This design comes from an exercise in tuning for small area, a short achievable clock period and few clock cycles on the open sky130 flow, not from production work.
Function was checked by simulation only, so behaviour that the tests miss may differ from the original.
Power is estimated from default activity; no workload was simulated.

[design/flow/config.mk]
export PLATFORM = sky130hd
export DESIGN_NAME = batCpu
export DESIGN_NICKNAME = batCpu
export VERILOG_FILES = /design/flow/design.v
export SDC_FILE = /design/flow/constraint.sdc
export NUM_CORES = 4
export LEC_CHECK = 0
export CAP_MARGIN = 20
export CORE_MARGIN = 2
export CORE_UTILIZATION = 55
export SLEW_MARGIN = 20
export SYNTH_MEMORY_MAX_BITS = 8192
[design/flow/constraint.sdc]
create_clock -name core_clock -period 7.5 [get_ports {CLK}]
set_input_delay 1.5000 -clock core_clock [delete_from_list [all_inputs] [get_ports {CLK}]]
set_output_delay 1.5000 -clock core_clock [all_outputs]
set_load 0.01 [all_outputs]
[design/flow/design.v]
package batPkg;
	localparam int DATA_W = 8;
	localparam int ADDR_W = 8;
	localparam int WORD_W = 16;
	localparam int REG_IDX_W = 3;
	localparam int ALU_OP_W = 5;
	localparam int OPCODE_W = 4;
	localparam int MEM_DEPTH = 256;
	localparam int NUM_REGS = 8;
	localparam int OUT_REG = 7;
	typedef logic [DATA_W-1:0] data_t;
	typedef logic [ADDR_W-1:0] addr_t;
	typedef logic [WORD_W-1:0] word_t;
	typedef logic [REG_IDX_W-1:0] regIdx_t;
	typedef logic [ALU_OP_W-1:0] aluOp_t;
	typedef logic [OPCODE_W-1:0] opcode_t;
	localparam opcode_t OP_LDI = 4'h1;
	localparam opcode_t OP_LD = 4'h2;
	localparam opcode_t OP_ST = 4'h3;
	localparam opcode_t OP_JMP = 4'h4;
	localparam opcode_t OP_JZ = 4'h5;
	localparam opcode_t OP_JNZ = 4'h6;
	localparam opcode_t OP_ALU = 4'h7;
	localparam opcode_t OP_HLT = 4'hF;
	localparam aluOp_t ALU_ADD = 5'd0;
	localparam aluOp_t ALU_SUB = 5'd1;
	localparam aluOp_t ALU_AND = 5'd2;
	localparam aluOp_t ALU_OR = 5'd3;
	localparam aluOp_t ALU_XOR = 5'd4;
	localparam aluOp_t ALU_INC = 5'd30;
	localparam aluOp_t ALU_MOV = 5'd31;
	typedef enum logic [2:0] {FETCH, WAITFETCH, DECODE, MEMOP, WAITMEM, HALT} uState_t;
	typedef struct packed {
		addr_t addr;
		word_t wrData;
		logic write;
	} memReq_t;
	typedef struct packed {
		word_t rdData;
	} memRsp_t;
endpackage
module aluUnit (
	input batPkg::aluOp_t aluOp,
	input batPkg::data_t a,
	input batPkg::data_t b,
	output batPkg::data_t aluResult,
	output logic aluZero
);
	always_comb
	begin
		case (aluOp)
			batPkg::ALU_ADD:
			begin
				aluResult = a + b;
			end
			batPkg::ALU_SUB:
			begin
				aluResult = a - b;
			end
			batPkg::ALU_AND:
			begin
				aluResult = a & b;
			end
			batPkg::ALU_OR:
			begin
				aluResult = a | b;
			end
			batPkg::ALU_XOR:
			begin
				aluResult = a ^ b;
			end
			batPkg::ALU_INC:
			begin
				aluResult = a + batPkg::data_t'(1);
			end
			batPkg::ALU_MOV:
			begin
				aluResult = b;
			end
			default:
			begin
				aluResult = a;
			end
		endcase
	end
	assign aluZero = (aluResult == '0);
endmodule
module registerFile (
	input logic CLK,
	input logic rstN,
	input batPkg::regIdx_t rdSel,
	input batPkg::regIdx_t rsSel,
	input logic regWrite,
	input logic regInc,
	input batPkg::data_t regWrData,
	output batPkg::data_t rdData,
	output batPkg::data_t rsData,
	output batPkg::data_t outValue
);
	batPkg::data_t regs [batPkg::NUM_REGS];
	always_ff @(posedge CLK)
	begin
		if (!rstN)
		begin
			for (int i = 0; i < batPkg::NUM_REGS; i++)
			begin
				regs[i] <= '0;
			end
		end
		else if (regWrite)
		begin
			regs[rdSel] <= regWrData;
		end
		else if (regInc)
		begin
			regs[rdSel] <= regs[rdSel] + batPkg::data_t'(1);
		end
	end
	assign rdData = regs[rdSel];
	assign rsData = regs[rsSel];
	assign outValue = regs[batPkg::OUT_REG];
endmodule
module unifiedMemory (
	input logic CLK,
	input logic memEn,
	input logic memWe,
	input batPkg::addr_t memAddr,
	input batPkg::word_t memWrData,
	output batPkg::word_t memRdData
);
	batPkg::word_t mem [batPkg::MEM_DEPTH];
	always_ff @(posedge CLK)
	begin
		if (memEn)
		begin
			if (memWe)
			begin
				mem[memAddr] <= memWrData;
			end
			memRdData <= mem[memAddr];
		end
	end
endmodule
module memArbiter (
	input logic CLK,
	input logic rstN,
	input logic cpuReq,
	input batPkg::memReq_t cpuReqData,
	input logic hostReq,
	input batPkg::memReq_t hostReqData,
	input batPkg::word_t memRdData,
	output logic cpuAck,
	output logic hostAck,
	output batPkg::memRsp_t cpuRsp,
	output batPkg::memRsp_t hostRsp,
	output logic memEn,
	output logic memWe,
	output batPkg::addr_t memAddr,
	output batPkg::word_t memWrData
);
	typedef enum logic [1:0] {ARB_IDLE, ARB_ACCESS, ARB_CAPTURE, ARB_HOLD} arbState_t;
	arbState_t state;
	logic lastHost;
	logic ackQ;
	logic ownerReq;
	batPkg::memReq_t selReq;
	batPkg::word_t rdDataQ;
	assign selReq = lastHost ? hostReqData : cpuReqData;
	assign ownerReq = lastHost ? hostReq : cpuReq;
	assign memEn = (state == ARB_ACCESS);
	assign memWe = memEn && selReq.write;
	assign memAddr = selReq.addr;
	assign memWrData = selReq.wrData;
	assign cpuAck = ackQ && !lastHost;
	assign hostAck = ackQ && lastHost;
	assign cpuRsp.rdData = rdDataQ;
	assign hostRsp.rdData = rdDataQ;
	always_ff @(posedge CLK)
	begin
		if (!rstN)
		begin
			state <= ARB_IDLE;
			lastHost <= 1'b1;
			ackQ <= 1'b0;
		end
		else
		begin
			case (state)
				ARB_IDLE:
				begin
					if (cpuReq || hostReq)
					begin
						lastHost <= hostReq && (!cpuReq || !lastHost);
						state <= ARB_ACCESS;
					end
				end
				ARB_ACCESS:
				begin
					state <= ARB_CAPTURE;
				end
				ARB_CAPTURE:
				begin
					ackQ <= 1'b1;
					state <= ARB_HOLD;
				end
				ARB_HOLD:
				begin
					if (!ownerReq)
					begin
						ackQ <= 1'b0;
						state <= ARB_IDLE;
					end
				end
				default:
				begin
					state <= ARB_IDLE;
				end
			endcase
		end
	end
	always_ff @(posedge CLK)
	begin
		if (state == ARB_CAPTURE)
		begin
			rdDataQ <= memRdData;
		end
	end
endmodule
module microController (
	input logic CLK,
	input logic rstN,
	input logic run,
	input logic cpuAck,
	input batPkg::memRsp_t cpuRsp,
	input batPkg::data_t rsData,
	input batPkg::data_t rdData,
	input batPkg::data_t aluResult,
	input logic aluZero,
	output logic cpuReq,
	output batPkg::memReq_t cpuReqData,
	output batPkg::regIdx_t rdSel,
	output batPkg::regIdx_t rsSel,
	output logic regWrite,
	output logic regInc,
	output batPkg::data_t regWrData,
	output batPkg::aluOp_t aluOp,
	output logic halted
);
	batPkg::uState_t state;
	batPkg::uState_t nextState;
	batPkg::addr_t pc;
	batPkg::addr_t mar;
	batPkg::word_t ir;
	logic zeroFlag;
	batPkg::opcode_t opcode;
	batPkg::addr_t irAddr;
	logic marFromPc;
	logic marFromIr;
	logic irLoad;
	logic pcInc;
	logic pcLoad;
	logic pcClear;
	logic flagLoad;
	assign opcode = ir[15:12];
	assign irAddr = ir[7:0];
	assign aluOp = ir[11:7];
	assign rdSel = (opcode == batPkg::OP_ALU) ? ir[5:3] : ir[10:8];
	assign rsSel = ir[2:0];
	assign cpuReq = (state == batPkg::WAITFETCH) || (state == batPkg::WAITMEM);
	assign cpuReqData.addr = mar;
	assign cpuReqData.wrData = {8'h00, rdData};
	assign cpuReqData.write = (state == batPkg::WAITMEM) && (opcode == batPkg::OP_ST);
	assign halted = (state == batPkg::HALT);
	always_comb
	begin
		nextState = state;
		marFromPc = 1'b0;
		marFromIr = 1'b0;
		irLoad = 1'b0;
		pcInc = 1'b0;
		pcLoad = 1'b0;
		pcClear = 1'b0;
		flagLoad = 1'b0;
		regWrite = 1'b0;
		regInc = 1'b0;
		regWrData = irAddr;
		case (state)
			batPkg::FETCH:
			begin
				if (run && !cpuAck)
				begin
					marFromPc = 1'b1;
					nextState = batPkg::WAITFETCH;
				end
			end
			batPkg::WAITFETCH:
			begin
				if (cpuAck)
				begin
					irLoad = 1'b1;
					pcInc = 1'b1;
					nextState = batPkg::DECODE;
				end
			end
			batPkg::DECODE:
			begin
				nextState = batPkg::FETCH;
				case (opcode)
					batPkg::OP_LDI:
					begin
						regWrite = 1'b1;
					end
					batPkg::OP_LD, batPkg::OP_ST:
					begin
						nextState = batPkg::MEMOP;
					end
					batPkg::OP_JMP:
					begin
						pcLoad = 1'b1;
					end
					batPkg::OP_JZ:
					begin
						pcLoad = zeroFlag;
					end
					batPkg::OP_JNZ:
					begin
						pcLoad = !zeroFlag;
					end
					batPkg::OP_ALU:
					begin
						if (aluOp == batPkg::ALU_MOV)
						begin
							regWrite = 1'b1;
							regWrData = rsData;
						end
						else if (aluOp == batPkg::ALU_INC)
						begin
							regInc = 1'b1;
							flagLoad = 1'b1;
						end
						else
						begin
							regWrite = 1'b1;
							regWrData = aluResult;
							flagLoad = 1'b1;
						end
					end
					batPkg::OP_HLT:
					begin
						nextState = batPkg::HALT;
					end
					default:
					begin
						nextState = batPkg::FETCH;
					end
				endcase
			end
			batPkg::MEMOP:
			begin
				if (!cpuAck)
				begin
					marFromIr = 1'b1;
					nextState = batPkg::WAITMEM;
				end
			end
			batPkg::WAITMEM:
			begin
				if (cpuAck)
				begin
					if (opcode == batPkg::OP_LD)
					begin
						regWrite = 1'b1;
						regWrData = cpuRsp.rdData[7:0];
					end
					nextState = batPkg::FETCH;
				end
			end
			batPkg::HALT:
			begin
				if (!run)
				begin
					pcClear = 1'b1;
					nextState = batPkg::FETCH;
				end
			end
			default:
			begin
				nextState = batPkg::FETCH;
			end
		endcase
	end
	always_ff @(posedge CLK)
	begin
		if (!rstN)
		begin
			state <= batPkg::FETCH;
			pc <= '0;
			zeroFlag <= 1'b0;
		end
		else
		begin
			state <= nextState;
			if (pcClear)
			begin
				pc <= '0;
			end
			else if (pcLoad)
			begin
				pc <= irAddr;
			end
			else if (pcInc)
			begin
				pc <= pc + batPkg::addr_t'(1);
			end
			if (flagLoad)
			begin
				zeroFlag <= aluZero;
			end
		end
	end
	always_ff @(posedge CLK)
	begin
		if (marFromPc)
		begin
			mar <= pc;
		end
		else if (marFromIr)
		begin
			mar <= irAddr;
		end
		if (irLoad)
		begin
			ir <= cpuRsp.rdData;
		end
	end
endmodule
module batCpu (
	input logic CLK,
	input logic rstN,
	input logic run,
	input logic hostReq,
	input logic [7:0] hostAddr,
	input logic [15:0] hostWrData,
	input logic hostWrite,
	output logic hostAck,
	output logic [15:0] hostRdData,
	output logic halted,
	output logic [7:0] outValue
);
	batPkg::memReq_t hostReqData;
	batPkg::memRsp_t hostRsp;
	assign hostReqData.addr = hostAddr;
	assign hostReqData.wrData = hostWrData;
	assign hostReqData.write = hostWrite;
	assign hostRdData = hostRsp.rdData;
	logic cpuReq;
	logic cpuAck;
	batPkg::memReq_t cpuReqData;
	batPkg::memRsp_t cpuRsp;
	batPkg::regIdx_t rdSel;
	batPkg::regIdx_t rsSel;
	logic regWrite;
	logic regInc;
	batPkg::data_t regWrData;
	batPkg::data_t rdData;
	batPkg::data_t rsData;
	batPkg::aluOp_t aluOp;
	batPkg::data_t aluResult;
	logic aluZero;
	logic memEn;
	logic memWe;
	batPkg::addr_t memAddr;
	batPkg::word_t memWrData;
	batPkg::word_t memRdData;
	microController microController_i (
		.CLK(CLK),
		.rstN(rstN),
		.run(run),
		.cpuAck(cpuAck),
		.cpuRsp(cpuRsp),
		.rsData(rsData),
		.rdData(rdData),
		.aluResult(aluResult),
		.aluZero(aluZero),
		.cpuReq(cpuReq),
		.cpuReqData(cpuReqData),
		.rdSel(rdSel),
		.rsSel(rsSel),
		.regWrite(regWrite),
		.regInc(regInc),
		.regWrData(regWrData),
		.aluOp(aluOp),
		.halted(halted)
	);
	registerFile registerFile_i (
		.CLK(CLK),
		.rstN(rstN),
		.rdSel(rdSel),
		.rsSel(rsSel),
		.regWrite(regWrite),
		.regInc(regInc),
		.regWrData(regWrData),
		.rdData(rdData),
		.rsData(rsData),
		.outValue(outValue)
	);
	aluUnit aluUnit_i (
		.aluOp(aluOp),
		.a(rdData),
		.b(rsData),
		.aluResult(aluResult),
		.aluZero(aluZero)
	);
	memArbiter memArbiter_i (
		.CLK(CLK),
		.rstN(rstN),
		.cpuReq(cpuReq),
		.cpuReqData(cpuReqData),
		.hostReq(hostReq),
		.hostReqData(hostReqData),
		.memRdData(memRdData),
		.cpuAck(cpuAck),
		.hostAck(hostAck),
		.cpuRsp(cpuRsp),
		.hostRsp(hostRsp),
		.memEn(memEn),
		.memWe(memWe),
		.memAddr(memAddr),
		.memWrData(memWrData)
	);
	unifiedMemory unifiedMemory_i (
		.CLK(CLK),
		.memEn(memEn),
		.memWe(memWe),
		.memAddr(memAddr),
		.memWrData(memWrData),
		.memRdData(memRdData)
	);
endmodule
[design/flow/run.sh]
#!/bin/bash
# synth_recipe.tcl (not shown) runs the flow's synth.tcl, then flattens the netlist and writes it again
# the make line also repeats each setting of config.mk as NAME=value (left out here)
make -C /OpenROAD-flow-scripts/flow DESIGN_CONFIG=/design/flow/config.mk WORK_HOME=/design/flow/orfs CLKGATE_MAP_FILE= SYNTH_SCRIPT=/design/flow/synth_recipe.tcl finish
==> flow_summary.toml <==
[worst_setup_path]
worst-path-buf-inv = 5
crit_path_frequent_cell = "buf_4"
critPathSlowestCell = "nor4_2"
cp.arrival_ps = 6550
r2r_slack_ps = 1600
critPathLaunch = "hostAddr[0]"
critPathMaxStageDelay_ps = 850
start_kind = "input pin"
required_ps = 8110
crit_family = "buffers and inverters"
path_cells = "clkdlybuf4s50_1, mux2_8, buf_16, buf_12, buf_4, mux4_2, a22oi_1, a21oi_1, nor4_2, buf_4, nand2_1, o211ai_1, o21ai_0"
critical_path.endpoint_type = "flip-flop"
path_class = "in -> reg"
reg2regPathDepth = 12
reg2reg_from = "memArbiter_i.lastHost"
critical_path.max_fanout = 45
r2r-end = "unifiedMemory_i.memRdData[1]"

[logic_synthesis]
postSynthNetCount = 7669
synthArstFlopShare = 0
syn_avg_cell_area_um2 = 21.6
yosys_register_bits = 4235
synth_area_mm2 = 0.164
ys.flop_type = "edfxtp_1"
synth_edf_count = 4216
ys_seq_area_frac = 0.774
synth_warnings = 5
synthCells = 7611
synth.distinct_cells = 96

[detailed_routing]
drc = 0
firstDrtPassIters = 8
initialDrtViolationCount = 12200
ant_nets = 0
viasPerCell = 6.75
drt-total-wl_mm = 452
avgRoutedWirePerCell_um = 36.2
vias = 84200

[timing]
setup_viol = 0
slew_headroom = 0.186
rsz0062_at_grt = "false"
fmax_ghz = 0.168
finClkSkew_ps = 50.9
fin_crit_sh = 0.792
hold_viol_final = 0
finalCriticalPeriod_ps = 5940
drv_slew = 0
tightest_slew_ps = 1220
whs_ps = 505

[pwr]
p_sw_frac = 0.251
p_clk_frac = 0.371
ir_drop_uv = 205
power_mw = 55.2
seqPwrFrac = 0.496
p_comb_frac = 0.132
power_density_mw_per_mm2 = 296
p_int_mw = 41.3
switchingPower_mw = 13.9
p_leak_nw = 58.3

[run_status]
status = "complete, no violations"

[global_route]
grt_usage = 0.300
grt_pass1_wl_mm = 637
grt_max_degree = 196
overflow = 0
grt_pass1_vias = 83000
grt_antenna_before_repair = 35

[clocking]
cts_setup_buffers = 0
cts_sinks = 4235
clk_pin_slew_ps = 60
insertion_delay_ps = 970
numCtsBuffers = 423
tritoncts = "built"
root_buffer = "clkbuf_16"
cts-htree-levels = 5
cts.repair.resized = 0
cts_buffer_depth = 4
hold_buffers = 0

[final_layout]
drive_gt1_frac = 0.275
finalNetCount = 8231
syn2layout_area_growth_pct = 13.6
final_util = 0.628
layout.cells.non_filler = 12500
finalInstanceArea_mm2 = 0.186
final.fill_count = 20300

[hold_path]
min_from = "memArbiter_i.rdDataQ[13]"
hp-class = "reg -> reg"
min_to = "microController_i.ir[13]"
hold_depth = 0

[die]
die_width_um = 550
die_area_mm2 = 0.303
die_y_um = 550
boundaryPins = 55
start_util = 0.553
core-area_mm2 = 0.297
rows = 200

[placed_design]
routabilityCongestion = 0.869
hpwl_mm = 266
placed_area_mm2 = 0.173
portBuffers = 54
dp_cells = 11700

[job]
drv_cap = 0
-- cells in the final DEF, fill, tap and decap left out, types with 17 or more instances in the layout --
cell,n
clkbuf_16,427
dfxtp_1,18
ha_1,28
o21ai_0,42
buf_12,61
clkinv_1,102
clkinv_2,99
mux2_2,24
nor3_1,25
mux4_2,1042
buf_4,473
clkdlybuf4s50_1,54
nor2_2,48
edfxtp_1,4216
nand3_1,32
a211oi_1,17
nor2b_1,17
nor2_1,325
nand2b_1,18
inv_1,22
clkbuf_1,83
a21oi_1,280
nand2_1,120
a22oi_1,524
mux2i_1,40
bufinv_16,36
-- flip-flops by register name, summed over array words and instances (netlist names), named ones only --
name	cells
memArbiter_i.lastHost	1
microController_i.pc	8
unifiedMemory_i.mem	4096
microController_i.mar	8
microController_i.zeroFlag	1
registerFile_i.regs	64
microController_i.ir	16
memArbiter_i.ackQ	1
microController_i.state	3
memArbiter_i.state	2
memArbiter_i.rdDataQ	16
unifiedMemory_i.memRdData	16
-- how the worst max path moves through the flow --
| stage | endpoint | slack, ps | cells past startpoint |
|---|---|---|---|
| 2_1_floorplan | unifiedMemory_i.mem[0][0] | -1540 | 6 |
| 3_3_place_gp | unifiedMemory_i.memRdData[6] | 90 | 10 |
| 3_5_place_dp | unifiedMemory_i.memRdData[1] | 650 | 11 |
| 4_1_cts | unifiedMemory_i.memRdData[1] | 1590 | 11 |
| 5_1_grt | registerFile_i.regs[1][4] | 1270 | 17 |
| 6_report | unifiedMemory_i.memRdData[1] | 1560 | 13 |
-- power by group through the flow --
stage	sequential, mW	clock [mW]	combinational [mW]
after floorplan	28.0	0	4.11
after global placement	27.9	0	7.18
after CTS	27.4	20.8	7.33
final	27.4	20.5	7.30
after detailed placement	27.9	0	7.32
after global routing	27.4	21.7	7.69
-- area by class of cell --
cell class | instances | area [µm²] | share of cell area
repair buffers | 594 | 5430 | 0.0291
inverters | 24 | 90.1 | 0.000483
clock buffers | 510 | 11000 | 0.0590
well taps | 3939 | 4930 | 0.0264
multi-input cells | 2895 | 35600 | 0.191
diodes | 12 | 30.0 | 0.000161
clock inverters | 263 | 2340 | 0.0126
flip-flops and latches | 4235 | 127000 | 0.681
-- through the flow --
stage / setup TNS [ps] / setup WS (ps)
after floorplan: -784070 / -1540
after global routing: 0 / 1270
after global placement: 0 / 93.7
final: 0 / 1560
after detailed placement: 0 / 651
after CTS: 0 / 1590
-- worst reg2reg max path: cells and delay by family (launching register included) --
kind	cells	cell delay, ps
AOI/OAI and AO/OA	4	1100
buffers and inverters	4	1530
DFF	1	930
muxes	2	1130
and+or+nand+nor	2	900
-- per-layer routing --
metal,routed length (µm),global-route usage,vias to the layer above
li1,-,-,33500
met1,182000,0.443,45600
met2,214000,0.465,4395
met3,41700,0.0546,672
met4,13500,0.0834,14
met5,86,0,-
-- cell usage after synthesis, drive strengths merged, types with 10 or more instances --
cell	count	area (µm²)
xnor2	15	131
mux2	27	308
or4	13	97.6
o22ai	10	62.6
nor3	27	135
a21oi	281	1410
o21ai	55	283
o211ai	10	80.1
dfxtp	19	380
buf	206	1080
o22a	10	87.6
nor2b	18	113
nand2b	18	113
edfxtp	4216	127000
nand2	133	499
mux2i	45	470
mux4	1044	23500
a22oi	526	3950
clkbuf	251	942
nand3	36	180
ha	28	350
nand4	11	68.8
and2	15	93.8
nor2	375	1410
a211oi	18	140
nor4	29	196
inv	23	86.3
-- logic make-up (layout without fill, tap and decap cells) --
| kind of cell | Yosys count | after routing | synth area share |
|---|---|---|---|
| adders and majority gates | 29 | 29 | 0.00226 |
| and+or+nand+nor | 726 | 726 | 0.0202 |
| buffers and inverters | 481 | 1391 | 0.0128 |
| AOI/OAI and AO/OA | 1002 | 1002 | 0.0418 |
| DFF | 4235 | 4235 | 0.774 |
| xor gates and xnor gates | 22 | 22 | 0.00117 |
| other | 0 | 12 | 0 |
| muxes | 1116 | 1116 | 0.148 |
Testbench counts, summed over its fixed seeds: cycles 143,332.

afterwards: timing with drivers on the ports:
The flow's constraints put no driver on any port. The routed layout listed below was extracted and timed again, unchanged, in two steps.
Step 1 assumes that a clkbuf_16 drives the clock port and a buf_2 every other input.
Step 2 also shifts input and output timing later by t, the mid clock arrival at the registers, as if the neighbouring blocks saw the same clock.
a / b / c = ideal ports / drivers / drivers and shift; a / b = the first two.
t (ns): 1.052
setup WS [ns]: 1.560 / 1.595 / 0.592
worst setup path after step 2: input to register
After both steps setup and hold are still met in this run. For this run, drivers alone change the setup slack by +0.035 ns; drivers and shift together by -0.968 ns.
